Source: an optimization exercise on an open RTL-to-GDS flow (aim: small area and a short achievable clock period). Production flows keep margins and buffers that such runs may drop.
No functional check of the RTL was part of this run.
Power is estimated from default activity; no workload was simulated.

<file path="flow/config.mk">
export PLATFORM = sky130hd
export DESIGN_NAME = cpu_top
export DESIGN_NICKNAME = cpu_top
export VERILOG_FILES = /design/flow/design.v
export SDC_FILE = /design/flow/constraint.sdc
export NUM_CORES = 8
export LEC_CHECK = 0
export CAP_MARGIN = 20
export CORE_MARGIN = 2
export CORE_UTILIZATION = 40
export SETUP_SLACK_MARGIN = 1.0
export SLEW_MARGIN = 20
export SYNTH_HIERARCHICAL = 1
</file>
<file path="flow/constraint.sdc">
create_clock -name core_clock -period 13.0 [get_ports {clk}]
set_input_delay 2.6000 -clock core_clock [delete_from_list [all_inputs] [get_ports {clk}]]
set_output_delay 2.6000 -clock core_clock [all_outputs]
set_load 0.01 [all_outputs]
</file>
<file path="flow/design.v">
module cpu_top (
    input  logic        clk,
    input  logic        reset,
    input  logic        run,
    input  logic        prog_valid,
    input  logic [15:0] prog_addr,
    input  logic [31:0] prog_word,
    output logic        prog_ready,
    output logic        retire_valid,
    output logic [31:0] retire_pc,
    output logic [31:0] retire_instr,
    output logic        retire_we,
    output logic [4:0]  retire_rd,
    output logic [31:0] retire_value
);
    localparam logic [6:0] op_reg   = 7'b0110011;
    localparam logic [6:0] op_imm   = 7'b0010011;
    localparam logic [6:0] op_lui   = 7'b0110111;
    localparam logic [6:0] op_load  = 7'b0000011;
    localparam logic [6:0] op_store = 7'b0100011;
    logic [31:0] imem [32];
    logic [31:0] dmem [32];
    logic [31:0] regs [1:31];
    logic [4:0]  pc;
    logic [31:0] ir;
    logic [31:0] nir;
    logic [31:0] alu_q;
    logic [31:0] dsel_q;
    logic        ld_q, st_q, wr_q, legal_q;
    logic [1023:0] imem_flat, regs_flat, dmem_flat;
    always_comb begin
        for (int i = 0; i < 32; i++) begin
            imem_flat[32*i +: 32] = imem[i];
            dmem_flat[32*i +: 32] = dmem[i];
            regs_flat[32*i +: 32] = (i == 0) ? 32'b0 : regs[i];
        end
    end
    logic [4:0]  rd;
    logic        wen;
    logic [31:0] ld_data, wb;
    assign rd  = ir[11:7];
    assign wen = run && wr_q;
    rdport u_dmem_rd (.sel(dsel_q), .words(dmem_flat), .q(ld_data));
    assign wb = ld_q ? ld_data : alu_q;
    always_ff @(posedge clk) begin
        for (int i = 1; i < 32; i++) begin
            if (reset || (wen && rd == 5'(i)))
                regs[i] <= wb & {32{!reset}};
        end
    end
    always_ff @(posedge clk) begin
        for (int i = 0; i < 32; i++) begin
            if (run && st_q && dsel_q[i])
                dmem[i] <= alu_q;
        end
    end
    assign prog_ready   = !run;
    assign retire_valid = run && legal_q;
    assign retire_pc    = {25'b0, pc, 2'b00};
    assign retire_instr = ir;
    assign retire_we    = wen;
    assign retire_rd    = rd;
    assign retire_value = wb;
    logic        iw;
    logic [4:0]  pc_n;      
    logic [31:0] nx;        
    logic [31:0] nir_n;     
    logic [31:0] pc2_sel;
    logic [31:0] imem_pc2;
    assign iw   = prog_valid && !run && prog_addr[15:5] == 11'd0;
    assign pc_n = reset ? 5'd0 : run ? pc + 5'd1 : pc;
    always_comb begin
        for (int i = 0; i < 32; i++)
            pc2_sel[i] = pc + 5'd2 == 5'(i);
    end
    rdport u_imem_rd (.sel(pc2_sel), .words(imem_flat), .q(imem_pc2));
    always_comb begin
        if (run)
            nx = nir;
        else if (iw && prog_addr[4:0] == pc_n)
            nx = prog_word;
        else if (reset)
            nx = imem[0];
        else
            nx = ir;
    end
    always_comb begin
        if (run)
            nir_n = imem_pc2;
        else if (iw && prog_addr[4:0] == pc_n + 5'd1)
            nir_n = prog_word;
        else if (reset)
            nir_n = imem[1];
        else
            nir_n = nir;
    end
    always_ff @(posedge clk) begin
        if (iw)
            imem[prog_addr[4:0]] <= prog_word;
    end
    always_ff @(posedge clk) begin
        pc  <= pc_n;
        ir  <= nx;
        nir <= nir_n;
    end
    logic [6:0]  nop;
    logic [2:0]  nf3;
    logic        nalt, nalu, n_legal, n_wr, n_ld, n_st, inv, use_imm;
    logic [31:0] imm;
    assign nop     = nx[6:0];
    assign nf3     = nx[14:12];
    assign nalt    = nx[31:25] == 7'b0100000;
    assign nalu    = nop == op_reg || nop == op_imm;
    assign n_ld    = nop == op_load && nf3 == 3'b010;
    assign n_st    = nop == op_store && nf3 == 3'b010;
    assign n_legal = (nop == op_reg && (nalt || nx[31:25] == 7'b0) && nf3 != 3'b011)
                   || (nop == op_imm && nf3 != 3'b011) || nop == op_lui || n_ld || n_st;
    assign n_wr    = n_legal && !n_st && nx[11:7] != 5'd0;
    assign inv     = (nop == op_reg && nf3 == 3'b000 && nalt) || (nalu && nf3 == 3'b010);
    assign use_imm = nop != op_reg;
    always_comb begin
        if (nop == op_store)
            imm = {{20{nx[31]}}, nx[31:25], nx[11:7]};
        else if (nop == op_lui)
            imm = {nx[31:12], 12'b0};
        else
            imm = {{20{nx[31]}}, nx[31:20]};
    end
    logic [4:0]  rs1, rs2;
    logic [31:0] sel1, sel2, ra, rr;
    logic        hit1, hit2;
    logic [31:0] a, rb, b, bx;
    assign rs1 = nx[19:15];
    assign rs2 = nx[24:20];
    always_comb begin
        hit1 = 1'b0;
        hit2 = 1'b0;
        sel1 = '0;
        sel2 = '0;
        for (int i = 1; i < 32; i++) begin
            sel1[i] = rs1 == 5'(i) && !(wen && rd == 5'(i)) && !reset;
            sel2[i] = rs2 == 5'(i) && !(wen && rd == 5'(i)) && !reset;
            hit1    = hit1 | (rs1 == 5'(i) && wen && rd == 5'(i));
            hit2    = hit2 | (rs2 == 5'(i) && wen && rd == 5'(i));
        end
    end
    rdport u_rs1_rd (.sel(sel1), .words(regs_flat), .q(ra));
    rdport u_rs2_rd (.sel(sel2), .words(regs_flat), .q(rr));
    assign a  = ra | ({32{hit1}} & wb);
    assign rb = rr | ({32{hit2}} & wb);
    assign b  = use_imm ? imm : rb;
    assign bx = b ^ {32{inv}};
    logic [31:0] sum;
    logic        slt;
    logic [4:0]  shamt;
    logic        fill;
    logic [31:0] sll_r, sr_r, alu_n;
    assign sum   = a + bx + {31'b0, inv};
    assign slt   = (a[31] == bx[31]) ? a[31] : sum[31];
    assign shamt = b[4:0];
    assign fill  = nalt && a[31];
    assign sll_r = a << shamt;
    assign sr_r  = 32'({{32{fill}}, a} >> shamt);
    always_comb begin
        alu_n = '0;
        if (nalu && nf3 == 3'b000) alu_n = alu_n | sum;
        if (nalu && nf3 == 3'b001) alu_n = alu_n | sll_r;
        if (nalu && nf3 == 3'b010) alu_n = alu_n | {31'b0, slt};
        if (nalu && nf3 == 3'b100) alu_n = alu_n | (a ^ b);
        if (nalu && nf3 == 3'b101) alu_n = alu_n | sr_r;
        if (nalu && nf3 == 3'b110) alu_n = alu_n | (a | b);
        if (nalu && nf3 == 3'b111) alu_n = alu_n | (a & b);
        if (nop == op_lui)         alu_n = alu_n | imm;
        if (nop == op_store)       alu_n = alu_n | rb;
    end
    logic [6:0]  ls_sum;
    logic [31:0] dsel_n;
    assign ls_sum = a[6:0] + imm[6:0];
    always_comb begin
        for (int i = 0; i < 32; i++)
            dsel_n[i] = ls_sum[6:2] == 5'(i);
    end
    always_ff @(posedge clk) begin
        alu_q   <= alu_n;
        dsel_q  <= dsel_n;
        ld_q    <= n_ld;
        st_q    <= n_st;
        wr_q    <= n_wr;
        legal_q <= n_legal;
    end
endmodule
module rdport (
    input  logic [31:0]   sel,
    input  logic [1023:0] words,
    output logic [31:0]   q
);
    always_comb begin
        q = '0;
        for (int i = 0; i < 32; i++)
            q = q | ({32{sel[i]}} & words[32*i +: 32]);
    end
endmodule
</file>
<file path="flow/flow/run.sh">
#!/bin/bash
# Standard ORFS layout (the standard.sh), with timing repair aimed well below the clock
# period so that the achieved period, not just the 13 ns target, is optimised.
set -uo pipefail
bash standard.sh SETUP_SLACK_MARGIN=7.5 finish > make_finish.log 2>&1
</file>
<file path="flow/standard.sh">
#!/bin/bash
# synth_recipe.tcl (not shown) runs the flow's synth.tcl, then flattens the netlist and writes it again
# the make line also repeats each setting of config.mk as NAME=value (left out here)
make -C /OpenROAD-flow-scripts/flow DESIGN_CONFIG=/design/flow/config.mk WORK_HOME=/design/flow/orfs CLKGATE_MAP_FILE= SYNTH_SCRIPT=/design/flow/synth_recipe.tcl "${@:-finish}"
</file>
==> notes.md <==
run status - no timing/DRC/antenna violations
Netlist cell types - 108
largest net degree at the start of global routing - 47
reg2reg end - alu_q[24]$_DFF_P_
setup repair after global routing missed its margin - true
fraction of post-synthesis cell area in the top cell type by area - 0.704
Cell Pwr Density - 157 mW/mm2
critical path peak fanout - 14
total number of vias - 94600
total routing usage reported by global routing - 0.302
Multi-input gate area - 0.0379 mm2
register-to-register path setup slack - 4120 ps
total number of H-tree levels - 5
Final TNS setup - 0 ps
delay contributed by the slowest stage of the critical path - 620 ps
Startpoint Class - primary input
starting density of the core - 0.401
Horiz. Die Dim - 576 um
Ys Warns - 10
Max Freq - 106 MHz
# nets final - 9649
required arrival time at the worst endpoint - 13790 ps
number of remaining DRC errors - 0
Total Wirelength - 524000 um
power after layout - 25200 uW
leakage power of the design - 0.0517 uW
Worst Clk Skew - 64.9 ps
top_reg_cell synth - edfxtp_1
sequential share of the synthesized area - 0.720
quantity of I/O buffers inserted on ports - 128
critical path capture point - alu_q[24]$_DFF_P_
number of standard-cell rows in the floorplan - 210
type of the tightest min-delay check - reg2reg
count of mapped cells out of synthesis - 8568
maximum clock path buffer count - 4
number of buffers created by CTS - 337
router iterations before antenna repair - 8
I/O pin count - 156
number of antenna-violating nets in the routed design - 0
slew at the pin closest to its max-slew limit - 1250 ps
clock insertion delay at the later pin of the skew report - 970 ps
critical path arrival - 10250 ps
CP startpoint - prog_addr[13]
minimum period implied by the final worst setup slack - 9460 ps
Final Hold Violating Endpoints - 0
post-route worst hold slack - 620 ps
Avg WL per Cell - 37.1 um
synth-to-layout area growth - 22.7%
area enclosed by the die boundary - 0.332 mm2
antenna violations before repair - 27
CTS root buffer - clkbuf_16
post-synthesis average cell area - 15.3 um2
worst reg2reg path depth - 36
top cell types by occurrence after synthesis - edfxtp_1, a22oi_1, nand4_1
final weighted congestion in routability-driven placement - 0.976
max_cap viols - 0
Most common cell on crit path - buf_6
Tcrit/Tclk final - 0.728
worst supply voltage drop on vdd - 108 uV
EDFF count, synth - 3072
sum of overflow across all layers after global routing - 0
DRT iter0 DRCs - 16000
DPL Wire Length - 305000 um
Critical-path top delay cell - or4_1
worst slew margin relative to its limit - 0.162
core footprint - 0.327 mm2
global-route wire length before repair - 709000 um
clock-pin transition on the worst setup and hold timing paths - 60 ps
Finish-stage setup viols - 0
count of hold buffers inserted by post-cts repair - 0
Reg area - 0.0945 mm2
largest cells by area after synthesis - edfxtp_1, a22oi_1, nand4_1
max-slew violation count - 0
clock tree from TritonCTS - built
Post-Syn Area - 0.131 mm2
DR vias/cell - 6.70
number of fill cells - 27100
number of register bits inferred by synthesis - 3177
critical path start-end classification - in2reg
critical path capture point type - register
fraction of synthesis flops using an asynchronous set or reset pin - 0
vias in the first global route - 89400
Die Y-Extent - 576 um
launch point of the worst reg-to-reg path - pc[1]$_DFF_P_
share of final-layout standard cells stronger than drive strength 1 - 0.240
largest area contributor in the netlist - edfxtp_1
number of sinks driven by the clock tree - 3177
most frequently used cell type in the post-synthesis netlist - edfxtp_1
logic make-up (layout without fill, tap and decap cells):
kind of cell	after synthesis	in the layout	synth area share
and+or+nand+nor	1529	1531	0.0653
AOI/OAI and AO/OA	2694	2694	0.151
xor gates and xnor gates	74	74	0.00512
adders and majority gates	107	107	0.0103
other	1	110	0.0000286
buffers and inverters	714	1807	0.0268
muxes	272	272	0.0222
DFF	3177	3177	0.720
layout by cell type, fill, tap and decap left out, drive strengths merged, types with 24 or more instances in the layout:
master | synthesis | layout
nor3 | 94 | 94
o21ai | 177 | 177
and2 | 70 | 70
mux2i | 179 | 179
nand4 | 540 | 540
a211oi | 37 | 37
dfxtp | 105 | 105
nor2 | 211 | 211
xnor2 | 34 | 34
ha | 106 | 106
and3 | 50 | 50
or3 | 24 | 24
clkinv | 4 | 140
conb | 1 | 101
clkinvlp | 0 | 29
o211ai | 27 | 27
nand2 | 246 | 248
or4 | 136 | 136
a21oi | 148 | 148
nor4 | 26 | 26
clkdlybuf4s50 | 0 | 74
bufinv | 0 | 41
inv | 127 | 127
buf | 294 | 961
xor2 | 40 | 40
a22oi | 2058 | 2058
mux2 | 89 | 89
clkbuf | 289 | 415
a21o | 30 | 30
edfxtp | 3072 | 3072
a221oi | 29 | 29
nand3 | 58 | 58
metrics by stage:
| step | worst slack (ps) | cells | utilization | area [um2] |
|---|---|---|---|---|
| floorplan | 3110 | 8668 | - | 132000 |
| global placement | 1130 | 13000 | 0.428 | 140000 |
| detailed placement | 1150 | 13000 | 0.428 | 140000 |
| CTS | 3700 | 14000 | 0.484 | 158000 |
| global route | 3450 | 14100 | 0.492 | 161000 |
| finish | 3540 | 14100 | 0.492 | 161000 |
report_power, final:
| part | leakage (uW) | total [uW] | switching [uW] | internal [uW] |
|---|---|---|---|---|
| logic | 0.0183 | 3900 | 2410 | 1490 |
| clock network | 0.00538 | 9790 | 4100 | 5690 |
| registers | 0.0281 | 11500 | 158 | 11400 |
state kept, by name, indices dropped and copies added (netlist names):
signal / count
dsel_q: 32
pc: 5
ld_q: 1
st_q: 1
legal_q: 1
imem: 1024
alu_q: 32
wr_q: 1
ir: 32
nir: 32
dmem: 1024
regs: 992
per-module statistics from Yosys (local to each module, per instance):
module / cells inside / copies in the design
cpu_top: 5496 / 1
rdport: 768 / 4
critical path, delay by kind of cell:
| family | cells | cell delay, ps |
|---|---|---|
| and+or+nand+nor | 16 | 3300 |
| AOI/OAI and AO/OA | 11 | 2430 |
| buffers and inverters | 7 | 1090 |
| xor gates and xnor gates | 2 | 410 |
| adders and majority gates | 1 | 410 |
final cells by class:
class | instances | share of cell area
timing repair inverter | 1 | 0.0000311
clock inverter | 205 | 0.0140
multi-input combinational | 4779 | 0.236
inverter | 131 | 0.00367
tap | 4346 | 0.0338
sequential | 3177 | 0.587
timing repair buffer | 1063 | 0.0703
antenna | 9 | 0.000140
clock buffer | 407 | 0.0551
worst min-delay path by stage:
stage	from	to	slack, ps	cells after the start
2_1_floorplan	nir[11]$_DFFE_PP_	ir[11]$_DFF_P_	460	2
3_3_place_gp	nir[6]$_DFFE_PP_	ir[6]$_DFF_P_	590	2
3_5_place_dp	nir[6]$_DFFE_PP_	ir[6]$_DFF_P_	590	2
4_1_cts	nir[6]$_DFFE_PP_	ir[6]$_DFF_P_	610	2
5_1_grt	nir[1]$_DFFE_PP_	ir[1]$_DFF_P_	630	2
6_report	nir[1]$_DFFE_PP_	ir[1]$_DFF_P_	620	2
repair_timing:
action / 4_1_cts / 5_1_grt
cloned: 39 / 11
setup endpoints to repair: 148 / 103
pin swaps: 158 / 135
resized for setup: 949 / 324
buffers inserted: 343 / 119
endpoints found under the hold margin: 0 / 0
layer usage:
layer | global-route usage | up-vias | routed length [um]
met2 | 0.461 | 7514 | 231000
met4 | 0.160 | 28 | 33900
met1 | 0.401 | 47900 | 193000
met3 | 0.0719 | 1585 | 65500
met5 | 0 | - | 172
li1 | - | 37600 | -

re-timing with driven ports:
The results above use ideal ports. As a check the final layout listed here was re-extracted and re-timed, cells and wires unchanged.
Step 1: set_driving_cell puts a clkbuf_16 on clk and a buf_2 on each other input, an assumption about the parent block.
Step 2, shift: input delay + t, output delay - t, t = (earliest + latest rising clock arrival at the registers) / 2. This alone moves slack from input paths to output paths.
Three values: ideal ports, drivers, drivers and shift; two values: the first two.
t (ns): 1.045
slack for setup (ns): 3.537 / 3.432 / 2.387
worst setup path after step 2: input to register
worst data-port slew with drivers (ns): 0.27
cell pins on the clock port's net: 1
After both steps this run still meets setup and hold. For this run, drivers alone change the setup slack by -0.105 ns; drivers and shift together by -1.150 ns.
